This design comes from an exercise in tuning for small area on the open sky130 flow, not from production work. Function was checked by simulation only, so behaviour that the tests miss may differ from the original. Power is estimated from default activity; no workload was simulated.

[design/flow/run.sh]
#!/bin/bash
# synth_recipe.tcl (not shown) runs the flow's synth.tcl, then flattens the netlist and writes it again
# the make line also repeats each setting of config.mk as NAME=value (left out here)
make -C /OpenROAD-flow-scripts/flow DESIGN_CONFIG=/design/flow/config.mk WORK_HOME=/design/flow/orfs CLKGATE_MAP_FILE= SYNTH_SCRIPT=/design/flow/synth_recipe.tcl finish
[design/flow/config.mk]
export PLATFORM = sky130hd
export DESIGN_NAME = virtio_mmio_top
export DESIGN_NICKNAME = virtio_mmio_top
export VERILOG_FILES = /design/flow/design.v
export SDC_FILE = /design/flow/constraint.sdc
export NUM_CORES = 4
export LEC_CHECK = 0
export CAP_MARGIN = 20
export CORE_MARGIN = 2
export CORE_UTILIZATION = 40
export SLEW_MARGIN = 20
[design/flow/constraint.sdc]
create_clock -name core_clock -period 5.0 [get_ports {axi_aclk}]
set_input_delay 1.0000 -clock core_clock [delete_from_list [all_inputs] [get_ports {axi_aclk}]]
set_output_delay 1.0000 -clock core_clock [all_outputs]
set_load 0.01 [all_outputs]
[design/flow/design.v]
package virtio_pkg;
	typedef logic [12-1:0] reg_addr_t;
	typedef logic [32-1:0] reg_data_t;
	typedef logic [63:0] guest_addr_t;
	typedef enum logic [1:0]
	{
		INIT_RESET    = 2'd0,
		INIT_FEATURES = 2'd1,
		INIT_DRIVER   = 2'd2,
		INIT_READY    = 2'd3
	} init_state_t;
	typedef struct packed
	{
		logic      en;
		reg_addr_t addr;
		reg_data_t data;
	} reg_wr_t;
	typedef struct packed
	{
		logic      en;
		reg_addr_t addr;
	} reg_rd_t;
	typedef struct packed
	{
		logic        ready;
		guest_addr_t desc;
		guest_addr_t avail;
		guest_addr_t used;
	} vq_cfg_t;
endpackage
module virtio_axi_slave
(
	input  logic                 axi_aclk,
	input  logic                 axi_aresetn,
	input  virtio_pkg::reg_addr_t awaddr,
	input  logic                 awvalid,
	output logic                 awready,
	input  virtio_pkg::reg_data_t wdata,
	input  logic [3:0]           wstrb,
	input  logic                 wvalid,
	output logic                 wready,
	output logic [1:0]           bresp,
	output logic                 bvalid,
	input  logic                 bready,
	input  virtio_pkg::reg_addr_t araddr,
	input  logic                 arvalid,
	output logic                 arready,
	output virtio_pkg::reg_data_t rdata,
	output logic [1:0]           rresp,
	output logic                 rvalid,
	input  logic                 rready,
	output virtio_pkg::reg_wr_t   reg_wr,
	output virtio_pkg::reg_rd_t   reg_rd,
	input  virtio_pkg::reg_data_t rd_data
);
	logic wr_busy;
	logic rd_busy;
	logic wr_start;
	logic rd_start;
	logic wr_fire;
	logic rd_fire;
	assign wr_busy = awready || bvalid;
	assign rd_busy = arready || rvalid;
	assign wr_start = awvalid && wvalid && !wr_busy && !rd_busy;
	assign rd_start = arvalid && !rd_busy && !wr_busy && !wr_start;
	assign wr_fire = awready && awvalid && wvalid;
	assign rd_fire = arready && arvalid;
	always_ff @(posedge axi_aclk)
	begin
		if (!axi_aresetn)
		begin
			awready <= 1'b0;
			wready  <= 1'b0;
		end
		else
		begin
			awready <= wr_start;
			wready  <= wr_start;
		end
	end
	always_ff @(posedge axi_aclk)
	begin
		if (!axi_aresetn)
			bvalid <= 1'b0;
		else if (wr_fire)
			bvalid <= 1'b1;
		else if (bready)
			bvalid <= 1'b0;
	end
	always_comb
	begin
		reg_wr.en   = wr_fire;
		reg_wr.addr = awaddr;
		reg_wr.data = wdata;
	end
	always_ff @(posedge axi_aclk)
	begin
		if (!axi_aresetn)
			arready <= 1'b0;
		else
			arready <= rd_start;
	end
	always_ff @(posedge axi_aclk)
	begin
		if (!axi_aresetn)
			rvalid <= 1'b0;
		else if (rd_fire)
			rvalid <= 1'b1;
		else if (rready)
			rvalid <= 1'b0;
	end
	always_ff @(posedge axi_aclk)
	begin
		if (rd_fire)
			rdata <= rd_data;
	end
	always_comb
	begin
		reg_rd.en   = rd_fire;
		reg_rd.addr = araddr;
	end
	assign bresp = 2'b00;
	assign rresp = 2'b00;
endmodule
module virtio_status_fsm
(
	input  logic                     axi_aclk,
	input  logic                     axi_aresetn,
	input  virtio_pkg::reg_wr_t       reg_wr,
	output virtio_pkg::reg_data_t     device_status,
	output virtio_pkg::init_state_t   init_state
);
	logic status_wr;
	logic status_clr;
	assign status_wr  = reg_wr.en && (reg_wr.addr == 12'h070);
	assign status_clr = status_wr && (reg_wr.data == '0);
	always_ff @(posedge axi_aclk)
	begin
		if (!axi_aresetn)
			device_status <= '0;
		else if (status_clr)
			device_status <= virtio_pkg::reg_data_t'(1) << 0;
		else if (status_wr)
		begin
			if (init_state == virtio_pkg::INIT_RESET && reg_wr.data[1])
				device_status[1] <= 1'b1;
			else if (init_state == virtio_pkg::INIT_FEATURES && reg_wr.data[3])
				device_status[3] <= 1'b1;
			else if (init_state == virtio_pkg::INIT_DRIVER && reg_wr.data[2])
				device_status[2] <= 1'b1;
		end
	end
	always_ff @(posedge axi_aclk)
	begin
		if (!axi_aresetn)
			init_state <= virtio_pkg::INIT_RESET;
		else if (status_clr)
			init_state <= virtio_pkg::INIT_RESET;
		else
		begin
			case (init_state)
				virtio_pkg::INIT_RESET:
					if (device_status[1])
						init_state <= virtio_pkg::INIT_FEATURES;
				virtio_pkg::INIT_FEATURES:
					if (device_status[3])
						init_state <= virtio_pkg::INIT_DRIVER;
				virtio_pkg::INIT_DRIVER:
					if (device_status[2])
						init_state <= virtio_pkg::INIT_READY;
				virtio_pkg::INIT_READY:
					init_state <= virtio_pkg::INIT_READY;
			endcase
		end
	end
endmodule
module virtio_regfile
(
	input  logic                   axi_aclk,
	input  logic                   axi_aresetn,
	input  virtio_pkg::reg_wr_t     reg_wr,
	input  virtio_pkg::reg_rd_t     reg_rd,
	output virtio_pkg::reg_data_t   rd_data,
	input  virtio_pkg::reg_data_t   device_status,
	input  virtio_pkg::init_state_t init_state,
	output virtio_pkg::vq_cfg_t     vq_cfg,
	output logic                   interrupt,
	output logic                   queue_notify
);
	localparam logic [63:0] dev_features = 64'h0000_0003_0000_0000;
	localparam logic [63:0] capacity     = 64'd4;
	virtio_pkg::reg_data_t   dev_feat_sel;
	virtio_pkg::reg_data_t   drv_feat_sel;
	logic [63:0] drv_features;
	virtio_pkg::vq_cfg_t     vq_q;
	logic        int_status;
	logic        int_d;
	always_ff @(posedge axi_aclk)
	begin
		if (!axi_aresetn)
		begin
			dev_feat_sel <= '0;
			drv_feat_sel <= '0;
			drv_features <= '0;
			vq_q         <= '0;
			int_status   <= 1'b0;
		end
		else if (reg_wr.en)
		begin
			case (reg_wr.addr)
				12'h014: dev_feat_sel <= reg_wr.data;
				12'h024: drv_feat_sel <= reg_wr.data;
				12'h020:
				begin
					if (init_state == virtio_pkg::INIT_FEATURES)
					begin
						if (drv_feat_sel == '0)
							drv_features[31:0] <= reg_wr.data;
						else
							drv_features[63:32] <= reg_wr.data;
					end
				end
				12'h044:  vq_q.ready        <= reg_wr.data[0];
				12'h080:      vq_q.desc[31:0]   <= reg_wr.data;
				12'h084:      vq_q.desc[63:32]  <= reg_wr.data;
				12'h090:     vq_q.avail[31:0]  <= reg_wr.data;
				12'h094:     vq_q.avail[63:32] <= reg_wr.data;
				12'h0a0:      vq_q.used[31:0]   <= reg_wr.data;
				12'h0a4:      vq_q.used[63:32]  <= reg_wr.data;
				12'h050: int_status <= 1'b1;
				12'h064:      int_status <= int_status & ~reg_wr.data[0];
				default: ;
			endcase
		end
	end
	assign vq_cfg    = vq_q;
	assign interrupt = int_status;
	always_ff @(posedge axi_aclk)
	begin
		if (!axi_aresetn)
		begin
			int_d        <= 1'b0;
			queue_notify <= 1'b0;
		end
		else
		begin
			int_d        <= int_status;
			queue_notify <= int_status && !int_d;
		end
	end
	always_comb
	begin
		rd_data = '0;
		if (reg_rd.en)
		begin
			case (reg_rd.addr)
				12'h000:         rd_data = 32'h7472_6976;
				12'h004:       rd_data = 32'd2;
				12'h008:     rd_data = 32'd2;
				12'h00c:     rd_data = 32'hff00_1af4;
				12'h010:
					rd_data = (dev_feat_sel == '0) ? dev_features[31:0] : dev_features[63:32];
				12'h020:
					rd_data = (drv_feat_sel == '0) ? drv_features[31:0] : drv_features[63:32];
				12'h034: rd_data = 32'd16;
				12'h044:   rd_data = virtio_pkg::reg_data_t'(vq_q.ready);
				12'h060:    rd_data = virtio_pkg::reg_data_t'(int_status);
				12'h070:        rd_data = device_status;
				12'h0fc:    rd_data = '0;
				12'h100:   rd_data = capacity[31:0];
				12'h104:   rd_data = capacity[63:32];
				default:            rd_data = '0;
			endcase
		end
	end
endmodule
module virtio_mmio_top
(
	input  logic                   axi_aclk,
	input  logic                   axi_aresetn,
	input  virtio_pkg::reg_addr_t   awaddr,
	input  logic                   awvalid,
	output logic                   awready,
	input  virtio_pkg::reg_data_t   wdata,
	input  logic [3:0]             wstrb,
	input  logic                   wvalid,
	output logic                   wready,
	output logic [1:0]             bresp,
	output logic                   bvalid,
	input  logic                   bready,
	input  virtio_pkg::reg_addr_t   araddr,
	input  logic                   arvalid,
	output logic                   arready,
	output virtio_pkg::reg_data_t   rdata,
	output logic [1:0]             rresp,
	output logic                   rvalid,
	input  logic                   rready,
	output virtio_pkg::vq_cfg_t     vq_cfg,
	output logic                   interrupt,
	output logic                   queue_notify
);
	virtio_pkg::reg_wr_t     reg_wr;
	virtio_pkg::reg_rd_t     reg_rd;
	virtio_pkg::reg_data_t   rd_data;
	virtio_pkg::reg_data_t   device_status;
	virtio_pkg::init_state_t init_state;
	virtio_axi_slave u_axi_slave
	(
		.axi_aclk    (axi_aclk),
		.axi_aresetn (axi_aresetn),
		.awaddr      (awaddr),
		.awvalid     (awvalid),
		.awready     (awready),
		.wdata       (wdata),
		.wstrb       (wstrb),
		.wvalid      (wvalid),
		.wready      (wready),
		.bresp       (bresp),
		.bvalid      (bvalid),
		.bready      (bready),
		.araddr      (araddr),
		.arvalid     (arvalid),
		.arready     (arready),
		.rdata       (rdata),
		.rresp       (rresp),
		.rvalid      (rvalid),
		.rready      (rready),
		.reg_wr      (reg_wr),
		.reg_rd      (reg_rd),
		.rd_data     (rd_data)
	);
	virtio_status_fsm u_status_fsm
	(
		.axi_aclk      (axi_aclk),
		.axi_aresetn   (axi_aresetn),
		.reg_wr        (reg_wr),
		.device_status (device_status),
		.init_state    (init_state)
	);
	virtio_regfile u_regfile
	(
		.axi_aclk      (axi_aclk),
		.axi_aresetn   (axi_aresetn),
		.reg_wr        (reg_wr),
		.reg_rd        (reg_rd),
		.rd_data       (rd_data),
		.device_status (device_status),
		.init_state    (init_state),
		.vq_cfg        (vq_cfg),
		.interrupt     (interrupt),
		.queue_notify  (queue_notify)
	);
endmodule
==> flow_metrics.tcl <==
set metrics [dict create \
    drc 0 \
    max-vdd-ir-drop_v 0.0002736 \
    cts_tree "done" \
    p_int_mw 4.907 \
    viasPerCell 5.017 \
    power.density_nw_per_um2 326.7 \
    io_pins 303 \
    grt_busiest_layer "met2" \
    ys_ff_latch 366 \
    p_clk_share_pct 48.4 \
    place_area_um2 17790 \
    power_switching_mw 1.348 \
    cts_root_buffer "clkbuf_16" \
    yosysTopAreaCellShare_pct 45.92 \
    wire_per_inst_um 18.91 \
    yosys.area.top_type "dfxtp_1" \
    tightest_slew_ps 1066 \
    h-tree-depth 2 \
    dp_cells 2230 \
    dp_hpwl_um 27580 \
    die_h_um 194.8 \
    ant_nets 0 \
    grt_use_met2_pct 35.47 \
    path_class "primary input to register" \
    die_w_um 194.8 \
    cts_setup_buffers 0 \
    fp-row-count 69 \
    grt_pass1_wl_um 66660 \
    drv_slew 0 \
    seqPwrFrac_pct 47.4 \
    globalplace.congestion 0.8059 \
    final_cell_mix "nand2_1 (490), dfxtp_1 (334), clkdlybuf4s50_1 (293), mux2i_1 (161), a21boi_0 (151)" \
    start_kind "primary input" \
    via_count 11550 \
    leakage_nw 7.208 \
    cts_made_buffers 40 \
    first_iter_violations 693 \
    synthTopCellsByArea "dfxtp_1 (46%), nand2_1 (13%), mux2i_1 (11%)" \
    p_sw_share_pct 21.55 \
    drive_above_1_share_pct 6.460 \
    min_path_type "register to register" \
    grt_max_degree 160 \
    antennaDiodeCount 0 \
    tns_ps 0 \
    die_area_um2 37940 \
    crit_arrival_ps 3630 \
    syn_area_per_cell_um2 9.245 \
    core_um2 35740 \
    initial_core_util_pct 40.74 \
    status "finished clean" \
    grt-ovfl-total 0 \
    clock_skew_ps 21.79 \
    seq_area_um2 7647 \
    multiInputGateArea_um2 6315 \
    numPortBuffers 294 \
    drt_wl_total_um 43550 \
    ctsHoldBuffers 0 \
    hold_viol 0 \
    syn_inst 1575 \
    fin_cells 2303 \
    antenna_found_initial 0 \
    yosys_warnings 3 \
    path_max_fanout 17 \
    timing.fmax_mhz 309.8 \
    setup_viol 0 \
    slew_headroom_pct 28.91 \
    cts_resized 0 \
    final_nets 1878 \
    min_period_over_period_pct 64.56 \
    grt_use_total_pct 22.49 \
    ys.flop_type "dfxtp_1" \
    rsz0062_at_grt "no" \
    cts_sinks 366 \
    period_needed_ps 3228 \
    synth-edff-count 32 \
    grt_util_met3_pct 7.618 \
    clk_latency_ps 530 \
    synth_seq_area_share_pct 52.52 \
    clock_path_buffers 3 \
    ys_types 48 \
    path_clk_slew_ps 60 \
    drt_pass1_iterations 5 \
    grt_util_met1_pct 29.85 \
    synthArstFlopShare_pct 0 \
    syn2layout_area_growth_pct 31.51 \
    nFillCells 3263 \
    syn-cell-area_um2 14560 \
    final_area_um2 19150 \
    critical_path_required_ps 5400 \
    final_common_cell "nand2_1" \
    p_comb_share_pct 4.2 \
    worstSetupEndpointType "register" \
    grt_pass1_vias 11270 \
    maxCapViolations 0 \
]
## cell families (layout without fill, tap and decap cells)
logic type | after synthesis | after routing | synth area share (%)
simple gates | 665 | 665 | 20.20
mux | 161 | 161 | 11.07
compound gates | 238 | 238 | 11.74
buf+inv | 144 | 408 | 4.443
other cells | 1 | 4 | 0.02576
flops | 366 | 366 | 52.52
## cell usage after synthesis (2+ instances only)
master / count
or4_1: 6
buf_6: 6
inv_1: 4
a211oi_1: 2
nand3_1: 5
nand4_1: 9
clkbuf_1: 101
o21ai_0: 27
buf_4: 8
nor4_1: 28
a21oi_1: 4
a21boi_1: 42
edfxtp_1: 32
and2_1: 5
nand2b_1: 3
nand3b_1: 3
nor3_1: 5
or3_1: 2
buf_2: 25
o21a_1: 3
mux2i_1: 161
nand2_1: 491
nor2b_1: 71
and4_1: 2
dfxtp_1: 334
or2_2: 3
a31oi_1: 4
a21boi_0: 151
nor2_1: 19
## critical path, stage by stage
cell	delay [ps]
clkdlybuf4s50_1	420
or4_1	630
nor2_2	250
nand4_1	210
or2_2	590
buf_4	350
mux2i_1	160
## per-stage QoR
stage	hold WS (ps)	total power [mW]	utilization [%]	setup WS (ps)
6_report	388.8	6.255	53.57	1772
5_1_grt	399.0	6.457	53.57	1589
4_1_cts	394.9	6.320	53.56	1779
3_5_place_dp	387.5	3.294	49.77	1235
2_1_floorplan	367.4	3.153	-	2286
3_3_place_gp	378.6	3.292	49.77	1272
## path summary, 6_finish.rpt
check / start / slack (ps) / to / depth (start not counted)
min reg2reg: u_regfile.int_d$_SDFF_PN0_ / 390 / u_regfile.queue_notify$_SDFF_PN0_ / 1
min: u_regfile.int_d$_SDFF_PN0_ / 390 / u_regfile.queue_notify$_SDFF_PN0_ / 1
max: awaddr[1] / 1770 / u_regfile.drv_features[55]$_SDFFE_PN0P_ / 7
max reg2reg: u_regfile.drv_feat_sel[23]$_SDFFE_PN0P_ / 1880 / u_regfile.drv_features[55]$_SDFFE_PN0P_ / 7
## metal layers
| layer | routed length (um) | share of wire (%) |
|---|---|---|
| met5 | 0 | 0 |
| met4 | 704 | 1.6 |
| met3 | 3744 | 8.6 |
| met2 | 19110 | 44 |
| met1 | 19990 | 46 |
## state kept, by name, summed over array words and instances (netlist names), 2 cells and up
register,count
u_status_fsm.device_status,4
u_regfile.drv_features,64
u_regfile.drv_feat_sel,32
u_regfile.dev_feat_sel,32
u_regfile.vq_q,193
u_axi_slave.rdata,32
u_status_fsm.init_state,2
## power groups by stage
| stage | Clock [mW] | Combinational [mW] | Sequential, mW |
|---|---|---|---|
| final | 3.03 | 0.264 | 2.97 |
| after global routing | 3.21 | 0.279 | 2.96 |
| after CTS | 3.09 | 0.264 | 2.97 |
| after detailed placement | 0 | 0.264 | 3.03 |
| after global placement | 0 | 0.262 | 3.03 |
| after floorplan | 0 | 0.118 | 3.03 |
## final cells by class
| cell class | count | share of cell area [%] |
|---|---|---|
| Timing Repair Buffer | 331 | 16.90 |
| Clock buffer | 63 | 6.364 |
| Tap cell | 461 | 3.012 |
| Multi-Input combinational cell | 1068 | 32.98 |
| Sequential cell | 366 | 39.94 |
| Inverter | 4 | 0.07841 |
| Clock inverter | 10 | 0.7253 |

## separate check: timing with driven ports
No port has a modelled driver above. Below, the same layout with a new extraction and two added sets of constraints. Step 1, drivers: a clkbuf_16 drives axi_aclk and a buf_2 each remaining input, both assumed. Step 2 adds t to the input delays and takes it off the output delays; t is the mean of the earliest and latest rising clock arrival at the registers after step 1. Input paths then give back, and output paths get back, about the clock's delay inside the block. Slacks: ideal / step 1 / step 2; pairs: ideal / step 1.
shift t [ns]: 0.574
setup slack, ns: 1.772 / 1.799 / 1.225
worst setup path at the end: input to register
cell pins on the clock port's net: 1
After both steps this run still meets setup and hold. For this run, drivers alone change the setup slack by +0.027 ns; drivers and shift together by -0.547 ns.
